Source: an optimization exercise on an open RTL-to-GDS flow (aim: small area and a short achievable clock period). Production flows keep margins and buffers that such runs may drop. Only the layout flow was run in this run; the RTL was not checked for function there. Power figures rest on the tool's default switching activity, not on a simulated workload.

==> flow/design.v <==
package cmd_pkg;
  typedef enum logic [2:0] {
    op_set_mode   = 3'd0,
    op_set_period = 3'd1,
    op_set_duty   = 3'd2,
    op_sample     = 3'd3,
    op_reset_time = 3'd4
  } cmd_op_e;
  typedef struct packed {
    logic [31:0] exec_time;
    logic [3:0]  pin;
    cmd_op_e     op;
    logic [15:0] value;
  } cmd_t;
  typedef struct packed {
    logic        en;
    logic [3:0]  pin;
    cmd_op_e     op;
    logic [15:0] value;
  } cmd_bus_t;
endpackage
package pin_pkg;
  typedef enum logic [1:0] {
    mode_low  = 2'd0,
    mode_high = 2'd1,
    mode_pwm  = 2'd2
  } pin_mode_e;
  typedef struct packed {
    logic [11:0] stamp;
    logic [2:0]  pin;
    logic        level;
  } sample_t;
endpackage
`timescale 1ns/1ns
module cmd_fifo #(
  parameter int DEPTH = 16,
  parameter int WIDTH = 16
) (
  input  logic  sys_clk,
  input  logic  global_clock_reset,
  input  logic  push,
  input  logic [WIDTH-1:0] din,
  input  logic  pop,
  output logic [WIDTH-1:0] dout,
  output logic  valid,
  output logic  full,
  output logic  empty
);
  localparam int AW = $clog2(DEPTH);
  logic [WIDTH-1:0] mem [DEPTH];
  logic [AW-1:0]  wr_ptr;
  logic [AW-1:0]  rd_ptr;
  logic [AW:0]    count;
  logic           do_push;
  logic           do_pop;
  assign do_push = push && !full;
  assign do_pop  = pop && !empty;
  assign full  = (count == (AW+1)'(DEPTH));
  assign empty = (count == '0);
  assign valid = !empty;
  assign dout  = mem[rd_ptr];
  always_ff @(posedge sys_clk) begin
    if (do_push) begin
      mem[wr_ptr] <= din;
    end
  end
  always_ff @(posedge sys_clk) begin
    if (global_clock_reset) begin
      wr_ptr <= '0;
      rd_ptr <= '0;
      count  <= '0;
    end else begin
      if (do_push) begin
        wr_ptr <= (wr_ptr == AW'(DEPTH - 1)) ? '0 : wr_ptr + 1'b1;
      end
      if (do_pop) begin
        rd_ptr <= (rd_ptr == AW'(DEPTH - 1)) ? '0 : rd_ptr + 1'b1;
      end
      case ({do_push, do_pop})
        2'b10:   count <= count + 1'b1;
        2'b01:   count <= count - 1'b1;
        default: count <= count;
      endcase
    end
  end
endmodule
`timescale 1ns/1ns
module host_bus
(
  input  logic             sys_clk,
  input  logic             global_clock_reset,
  input  logic             host_cs,
  input  logic             host_wr,
  input  logic [7:0]       host_addr,
  input  logic [15:0]      host_wdata,
  output logic [15:0]      host_rdata,
  output logic             cmd_push,
  output cmd_pkg::cmd_t    cmd,
  input  logic             cmd_full,
  input  logic             cmd_empty,
  input  logic             sample_valid,
  input  pin_pkg::sample_t sample,
  input  logic             sample_overflow,
  output logic             sample_pop
);
  logic [15:0] time_lo;
  logic [15:0] time_hi;
  logic [3:0]  pin_q;
  cmd_pkg::cmd_op_e     op_q;
  logic [15:0] value_q;
  logic        cmd_overflow;
  logic        wr_access;
  logic        rd_access;
  assign wr_access = host_cs && host_wr;
  assign rd_access = host_cs && !host_wr;
  assign cmd = {time_hi, time_lo, pin_q, op_q, value_q};
  assign sample_pop = rd_access && (host_addr == 8'd9) && sample_valid;
  always_ff @(posedge sys_clk) begin
    if (wr_access) begin
      case (host_addr)
        8'd0: time_lo <= host_wdata;
        8'd1: time_hi <= host_wdata;
        8'd2:     pin_q   <= host_wdata[3:0];
        8'd3:  op_q    <= cmd_pkg::cmd_op_e'(host_wdata[2:0]);
        8'd4:   value_q <= host_wdata;
        default: ;
      endcase
    end
  end
  always_ff @(posedge sys_clk) begin
    if (global_clock_reset) begin
      cmd_push     <= 1'b0;
      cmd_overflow <= 1'b0;
    end else begin
      cmd_push <= wr_access && (host_addr == 8'd5);
      if (cmd_push && cmd_full) begin
        cmd_overflow <= 1'b1;
      end
    end
  end
  always_ff @(posedge sys_clk) begin
    if (rd_access) begin
      case (host_addr)
        8'd0: host_rdata <= time_lo;
        8'd1: host_rdata <= time_hi;
        8'd2:     host_rdata <= {12'd0, pin_q};
        8'd3:  host_rdata <= {13'd0, op_q};
        8'd4:   host_rdata <= value_q;
        8'd8:
          host_rdata <= {11'd0, sample_overflow, sample_valid, cmd_overflow, cmd_full, cmd_empty};
        8'd9:  host_rdata <= sample_valid ? sample : 16'd0;
        default:              host_rdata <= 16'd0;
      endcase
    end
  end
endmodule
`timescale 1ns/1ns
module scheduler
(
  input  logic              sys_clk,
  input  logic              global_clock_reset,
  input  cmd_pkg::cmd_t     head,
  input  logic              head_valid,
  output logic              head_pop,
  output cmd_pkg::cmd_bus_t cmd_bus,
  output logic [31:0]       global_time
);
  logic        bus_en;
  logic [3:0]  bus_pin;
  cmd_pkg::cmd_op_e     bus_op;
  logic [15:0] bus_value;
  logic        time_clear;
  assign head_pop = head_valid && (global_time >= head.exec_time);
  assign time_clear = head_pop && (head.op == cmd_pkg::op_reset_time);
  assign cmd_bus = {bus_en, bus_pin, bus_op, bus_value};
  always_ff @(posedge sys_clk) begin
    if (global_clock_reset) begin
      global_time <= '0;
    end else if (time_clear) begin
      global_time <= '0;
    end else begin
      global_time <= global_time + 32'd1;
    end
  end
  always_ff @(posedge sys_clk) begin
    if (global_clock_reset) begin
      bus_en <= 1'b0;
    end else begin
      bus_en <= head_pop && !time_clear;
    end
  end
  always_ff @(posedge sys_clk) begin
    if (head_pop) begin
      bus_pin   <= head.pin;
      bus_op    <= head.op;
      bus_value <= head.value;
    end
  end
endmodule
`timescale 1ns/1ns
module pin_control
#(
  parameter int pin_index = 0
) (
  input  logic              sys_clk,
  input  logic              global_clock_reset,
  input  cmd_pkg::cmd_bus_t cmd_bus,
  output logic              pin
);
  pin_pkg::pin_mode_e   mode;
  logic [15:0] period;
  logic [15:0] duty;
  logic [15:0] pwm_cnt;
  logic        hit;
  assign hit = cmd_bus.en && (cmd_bus.pin == 4'(pin_index));
  always_ff @(posedge sys_clk) begin
    if (global_clock_reset) begin
      mode    <= pin_pkg::mode_low;
      period  <= '0;
      duty    <= '0;
      pwm_cnt <= '0;
    end else begin
      if (mode == pin_pkg::mode_pwm) begin
        if (pwm_cnt + 16'd1 >= period) begin
          pwm_cnt <= '0;
        end else begin
          pwm_cnt <= pwm_cnt + 16'd1;
        end
      end else begin
        pwm_cnt <= '0;
      end
      if (hit) begin
        case (cmd_bus.op)
          cmd_pkg::op_set_mode:   mode <= pin_pkg::pin_mode_e'(cmd_bus.value[1:0]);
          cmd_pkg::op_set_period: begin
            period  <= cmd_bus.value;
            pwm_cnt <= '0;
          end
          cmd_pkg::op_set_duty:   duty <= cmd_bus.value;
          default: ;
        endcase
      end
    end
  end
  always_comb begin
    case (mode)
      pin_pkg::mode_high: pin = 1'b1;
      pin_pkg::mode_pwm:  pin = (pwm_cnt < duty);
      default:   pin = 1'b0;
    endcase
  end
endmodule
`timescale 1ns/1ns
module sample_collector
(
  input  logic                         sys_clk,
  input  logic                         global_clock_reset,
  input  cmd_pkg::cmd_bus_t            cmd_bus,
  input  logic [8-1:0]  pins,
  input  logic [31:0]                  global_time,
  input  logic                         sample_pop,
  output pin_pkg::sample_t             sample,
  output logic                         sample_valid,
  output logic                         sample_overflow
);
  pin_pkg::sample_t capture;
  logic    capture_push;
  logic    fifo_full;
  assign capture_push = cmd_bus.en && (cmd_bus.op == cmd_pkg::op_sample);
  assign capture = {
    global_time[11:0],   
    cmd_bus.pin[2:0],    
    pins[cmd_bus.pin[2:0]]   
  };
  cmd_fifo #(
    .DEPTH  (16),
    .WIDTH  (16)   
  ) i_sample_fifo (
    .sys_clk            (sys_clk),
    .global_clock_reset (global_clock_reset),
    .push               (capture_push),
    .din                (capture),
    .pop                (sample_pop),
    .dout               (sample),
    .valid              (sample_valid),
    .full               (fifo_full),
    .empty              ()
  );
  always_ff @(posedge sys_clk) begin
    if (global_clock_reset) begin
      sample_overflow <= 1'b0;
    end else if (capture_push && fifo_full) begin
      sample_overflow <= 1'b1;
    end
  end
endmodule
`timescale 1ns/1ns
module mecobo_core
(
  input  logic                        sys_clk,
  input  logic                        global_clock_reset,
  input  logic                        host_cs,
  input  logic                        host_wr,
  input  logic [7:0]                  host_addr,
  input  logic [15:0]                 host_wdata,
  output logic [15:0]                 host_rdata,
  output logic [8-1:0] pins
);
  cmd_pkg::cmd_t        cmd_in;
  logic        cmd_push;
  logic        cmd_full;
  logic        cmd_empty;
  cmd_pkg::cmd_t        cmd_head;
  logic        cmd_valid;
  logic        cmd_pop;
  cmd_pkg::cmd_bus_t    cmd_bus;
  logic [31:0] global_time;
  pin_pkg::sample_t     sample;
  logic        sample_valid;
  logic        sample_pop;
  logic        sample_overflow;
  host_bus i_host_bus (
    .sys_clk            (sys_clk),
    .global_clock_reset (global_clock_reset),
    .host_cs            (host_cs),
    .host_wr            (host_wr),
    .host_addr          (host_addr),
    .host_wdata         (host_wdata),
    .host_rdata         (host_rdata),
    .cmd_push           (cmd_push),
    .cmd                (cmd_in),
    .cmd_full           (cmd_full),
    .cmd_empty          (cmd_empty),
    .sample_valid       (sample_valid),
    .sample             (sample),
    .sample_overflow    (sample_overflow),
    .sample_pop         (sample_pop)
  );
  cmd_fifo #(
    .DEPTH  (16),
    .WIDTH  (55)   
  ) i_cmd_fifo (
    .sys_clk            (sys_clk),
    .global_clock_reset (global_clock_reset),
    .push               (cmd_push),
    .din                (cmd_in),
    .pop                (cmd_pop),
    .dout               (cmd_head),
    .valid              (cmd_valid),
    .full               (cmd_full),
    .empty              (cmd_empty)
  );
  scheduler i_scheduler (
    .sys_clk            (sys_clk),
    .global_clock_reset (global_clock_reset),
    .head               (cmd_head),
    .head_valid         (cmd_valid),
    .head_pop           (cmd_pop),
    .cmd_bus            (cmd_bus),
    .global_time        (global_time)
  );
  for (genvar i = 0; i < 8; i++) begin : g_pin
    pin_control #(
      .pin_index (i)
    ) i_pin_control (
      .sys_clk            (sys_clk),
      .global_clock_reset (global_clock_reset),
      .cmd_bus            (cmd_bus),
      .pin                (pins[i])
    );
  end
  sample_collector i_sample_collector (
    .sys_clk            (sys_clk),
    .global_clock_reset (global_clock_reset),
    .cmd_bus            (cmd_bus),
    .pins               (pins),
    .global_time        (global_time),
    .sample_pop         (sample_pop),
    .sample             (sample),
    .sample_valid       (sample_valid),
    .sample_overflow    (sample_overflow)
  );
endmodule
==> flow/run.sh <==
#!/bin/bash
# synth_recipe.tcl (not shown) runs the flow's synth.tcl, then flattens the netlist and writes it again
# the make line also repeats each setting of config.mk as NAME=value (left out here)
make -C /OpenROAD-flow-scripts/flow DESIGN_CONFIG=/design/flow/config.mk WORK_HOME=/design/flow/orfs CLKGATE_MAP_FILE= SYNTH_SCRIPT=/design/flow/synth_recipe.tcl finish
==> flow/config.mk <==
export PLATFORM = sky130hd
export DESIGN_NAME = mecobo_core
export DESIGN_NICKNAME = mecobo_core
export VERILOG_FILES = /design/flow/design.v
export SDC_FILE = /design/flow/constraint.sdc
export NUM_CORES = 4
export LEC_CHECK = 0
export CAP_MARGIN = 20
export CORE_MARGIN = 2
export CORE_UTILIZATION = 40
export PLACE_DENSITY = 0.6
export SLEW_MARGIN = 20
==> flow/constraint.sdc <==
create_clock -name core_clock -period 6.0 [get_ports {sys_clk}]
set_input_delay 1.2000 -clock core_clock [delete_from_list [all_inputs] [get_ports {sys_clk}]]
set_output_delay 1.2000 -clock core_clock [all_outputs]
set_load 0.01 [all_outputs]
==> results.cfg <==
[pwr]
p_int_mw = 18.8
p_switching_mw = 4.84
clkPwrFrac_pct = 46.8
switching_share_pct = 20.4
p_seq_share_pct = 52.7
vdd_drop_max_uv = 231
power_density_nw_per_um2 = 291
leakagePower_nw = 26.2
combPwrFrac_pct = 0.6

[placement]
io_buffers = 51
gp_congestion = 0.829
hpwl_mm = 104
placed_area_um2 = 75400

[logic_synthesis]
synth_seq_cells = 1700
synth_cell_types = 79
synth_cells = 5057
synth-edff-count = 1230
ys_seq_area_share_pct = 64.6
synth-async-reset-ratio_pct = 0
ys_warn_count = 13
synth_top_area_share_pct = 51.5
synth_top_cell_by_area = edfxtp_1
synth_nets = 5408
syn_area_um2 = 71700
avgSynthCellArea_um2 = 14.2
ys.flop_type = edfxtp_1
synth_area_leaders = edfxtp_1 52%, dfxtp_1 13%, mux4_2 11%

[floorplan]
die_h_um = 427
initial_core_util_pct = 40.2
die_x_um = 427
num_rows = 155
ios = 52
die-area_um2 = 183000
coreArea_um2 = 178000

[detailed_routing]
routed_wl_mm = 173
firstDrtPassIters = 6
ant_nets = 0
vias_per_cell = 5.36
drtIter0Drc = 4059
drc_errors = 0
drt-wirelength-per-cell_um = 22.5
num_vias = 41200

[layout]
drive_gt1_share_pct = 14.8
fillers = 15500
nets = 5522
syn_to_final_growth_pct = 13.5
fin_area_um2 = 81400

[timing]
tightestPinTransition_ns = 1.16
hold_viol = 0
slew_headroom_pct = 21.8
post-route-min-period_ns = 5.16
period_share_pct = 86.0
skew_ns = 0.0806
finalMaxSlewViolations = 0
max_freq_mhz = 194
rsz0062_at_grt = false
setup_tns_ns = 0
setup_viol = 0
fin_worst_hold_slack_ns = 0.449

[outcome]
status = no timing/DRC/antenna violations

[run]
maxCapViolCount = 0

[worst_setup_path]
cp_data_required_time_ns = 6.74
critical_path.max_fanout = 52
endpoint_kind = flop
path_class = reg -> reg
worstPathArrival_ns = 5.90
crit_path_start_kind = flop

[cts]
cts_tree = built
clk_pin_slew_ns = 0.07
root_buffer = clkbuf_16
cts_buffer_depth = 3
htreeDepth = 4
cts_resized = 0
clock-sinks = 1700
clkLatencyLatePin_ns = 0.85
cts_hold_buf = 0
cts_setup_buffers = 0
numCtsBuffers = 177

[global_route]
grt_pass1_wl_mm = 259
grt_use_total_pct = 19.0
overflow = 0
grt_pass1_vias = 40800
antenna_found_initial = 6
grt_max_degree = 108

[min_path]
hold_path_class = reg -> reg
## power groups by stage
stage | sequential, mW | combinational, mW | clock [mW]
2_1_floorplan | 12.7 | 0.0566 | 0
3_3_place_gp | 12.7 | 0.131 | 0
3_5_place_dp | 12.7 | 0.132 | 0
4_1_cts | 12.5 | 0.133 | 11.3
5_1_grt | 12.5 | 0.141 | 11.7
6_report | 12.5 | 0.133 | 11.1
## routing by layer
metal,track usage (%),wire (um)
met1,26.5,76300
met2,31.1,82200
met3,2.83,10200
met4,5.08,3970
met5,0,0
## critical path, stage by stage (launching register included)
cell and delay, ns:
dfxtp_4 0.39, buf_12 0.33, mux4_2 0.56, mux4_2 0.48
inv_1 0.07, ha_1 0.23, a21oi_1 0.17, o21ai_0 0.15
a221o_1 0.35, a211o_1 0.39, and2_1 0.23, a31oi_4 0.15
inv_1 0.06, ha_1 0.19, ha_1 0.26, a21oi_1 0.17
a21oi_1 0.10, nor4b_1 0.34, mux2_2 0.37
## metrics by stage
step                      worst slack (ns)  utilization, %  total power [mW]  instances
after CTS                            0.778            45.6              23.9       7678
after global routing                 0.480            45.6              24.3       7680
after detailed placement             0.795            42.3              12.8       7346
after global placement               0.808            42.3              12.8       7345
final                                0.842            45.7              23.7       7683
after floorplan                      0.612               -              12.8       5057
## kinds of logic (layout without fill, tap and decap cells)
group,Yosys count,in the layout,synth area share [%]
DFF,1700,1700,64.6
and+or+nand+nor,1334,1334,8.53
AOI/OAI and AO/OA,598,598,4.86
buffers and inverters,569,836,3.14
muxes,378,378,11.3
adders and majority gates,323,323,5.66
xor gates and xnor gates,155,155,1.89
other,0,4,0
## worst paths after layout
| check | startpoint | end | slack [ns] | cells after the start |
|---|---|---|---|---|
| worst min register to register | g_pin[4].i_pin_control.duty[0] | g_pin[4].i_pin_control.duty[0] | 0.45 | 2 |
| worst min-delay path | g_pin[4].i_pin_control.duty[0] | g_pin[4].i_pin_control.duty[0] | 0.45 | 2 |
| worst max-delay path | flop | i_cmd_fifo.count[3] | 0.84 | 18 |
| worst max register to register | flop | i_cmd_fifo.count[3] | 0.84 | 18 |
## synthesized netlist by cell type, types with 5 or more instances
master / number
and3_1: 20
mux4_2: 343
buf_1: 8
ha_1: 321
a41oi_1: 9
xor2_1: 73
clkbuf_1: 177
nand2b_1: 24
a31oi_1: 8
dfxtp_1: 470
nor2_1: 211
nor3_1: 50
mux2_2: 13
a22oi_1: 5
inv_1: 333
xnor2_1: 82
o211ai_1: 10
a21o_1: 41
buf_6: 5
a211oi_1: 23
buf_4: 9
nand3_1: 89
nor2b_1: 136
buf_2: 35
and4_1: 19
a2111oi_0: 7
o21a_1: 5
nand4_1: 56
edfxtp_1: 1230
a222oi_1: 12
nand2_1: 657
nor4_1: 17
a211o_1: 6
and2_1: 14
mux2i_1: 22
a21oi_1: 364
o21ai_0: 76
## cell type report
cell class | count | area, um^2 | share of cell area (%)
well taps | 2355 | 2950 | 3.62
clock inverters | 100 | 1180 | 1.45
multi-input cells | 2788 | 23300 | 28.6
inverters | 335 | 1260 | 1.55
clock buffers | 232 | 4770 | 5.86
flip-flops and latches | 1700 | 46400 | 57.0
diodes | 4 | 10.0 | 0.0123
repair buffers | 169 | 1540 | 1.90
## sequential cells by signal, indices dropped and copies added, names as in the netlist, 32 cells and up, named ones only
| signal | cells |
|---|---|
| i_cmd_fifo.mem | 880 |
| i_sample_collector.i_sample_fifo.mem | 256 |
| g_pin.i_pin_control.duty | 128 |
| g_pin.i_pin_control.period | 128 |
| g_pin.i_pin_control.pwm_cnt | 128 |
| i_scheduler.global_time | 32 |
## cell usage in the layout (no fill, tap or decap), types with 23 or more instances in the layout
master / instances
edfxtp_1: 1230
nand2_1: 657
nand2b_1: 24
a211oi_1: 23
o21ai_0: 76
clkinv_2: 26
nand3_1: 89
clkinv_1: 34
ha_1: 321
a21o_1: 41
nand4_1: 56
nor3_1: 38
dfxtp_1: 463
a21oi_1: 361
clkdlybuf4s50_1: 50
nor2_1: 198
xor2_1: 73
clkbuf_1: 43
buf_4: 106
nor2b_1: 135
inv_1: 333
mux4_2: 343
xnor2_1: 82
clkbuf_16: 178

-- separate check: timing with driven ports --
How much do the figures lean on ideal ports? The routed layout below was timed once more, with nothing changed but the port constraints.
Step 1 (the two cells are an assumption about what drives the block):
set clk [get_ports {sys_clk}]
set_driving_cell -lib_cell sky130_fd_sc_hd__clkbuf_16 $clk
set_driving_cell -lib_cell sky130_fd_sc_hd__buf_2 [delete_from_list [all_inputs] $clk]
Step 2 adds t to the input delays and takes it off the output delays; t is the mean of the earliest and latest rising clock arrival at the registers after step 1. Input paths then give back, and output paths get back, about the clock's delay inside the block.
a / b / c = ideal / step 1 / step 2; a / b = the first two.
shift t [ns]: 0.887
slack for setup (ns): 0.842 / 0.842 / 0.842
worst setup path at the end: register to register
latest minus earliest clock arrival (ns): 0.081 / 0.081
worst data-port slew with drivers (ns): 0.10
After both steps setup and hold are still met in this run. For this run, drivers alone change the setup slack by 0.000 ns; drivers and shift together by 0.000 ns.
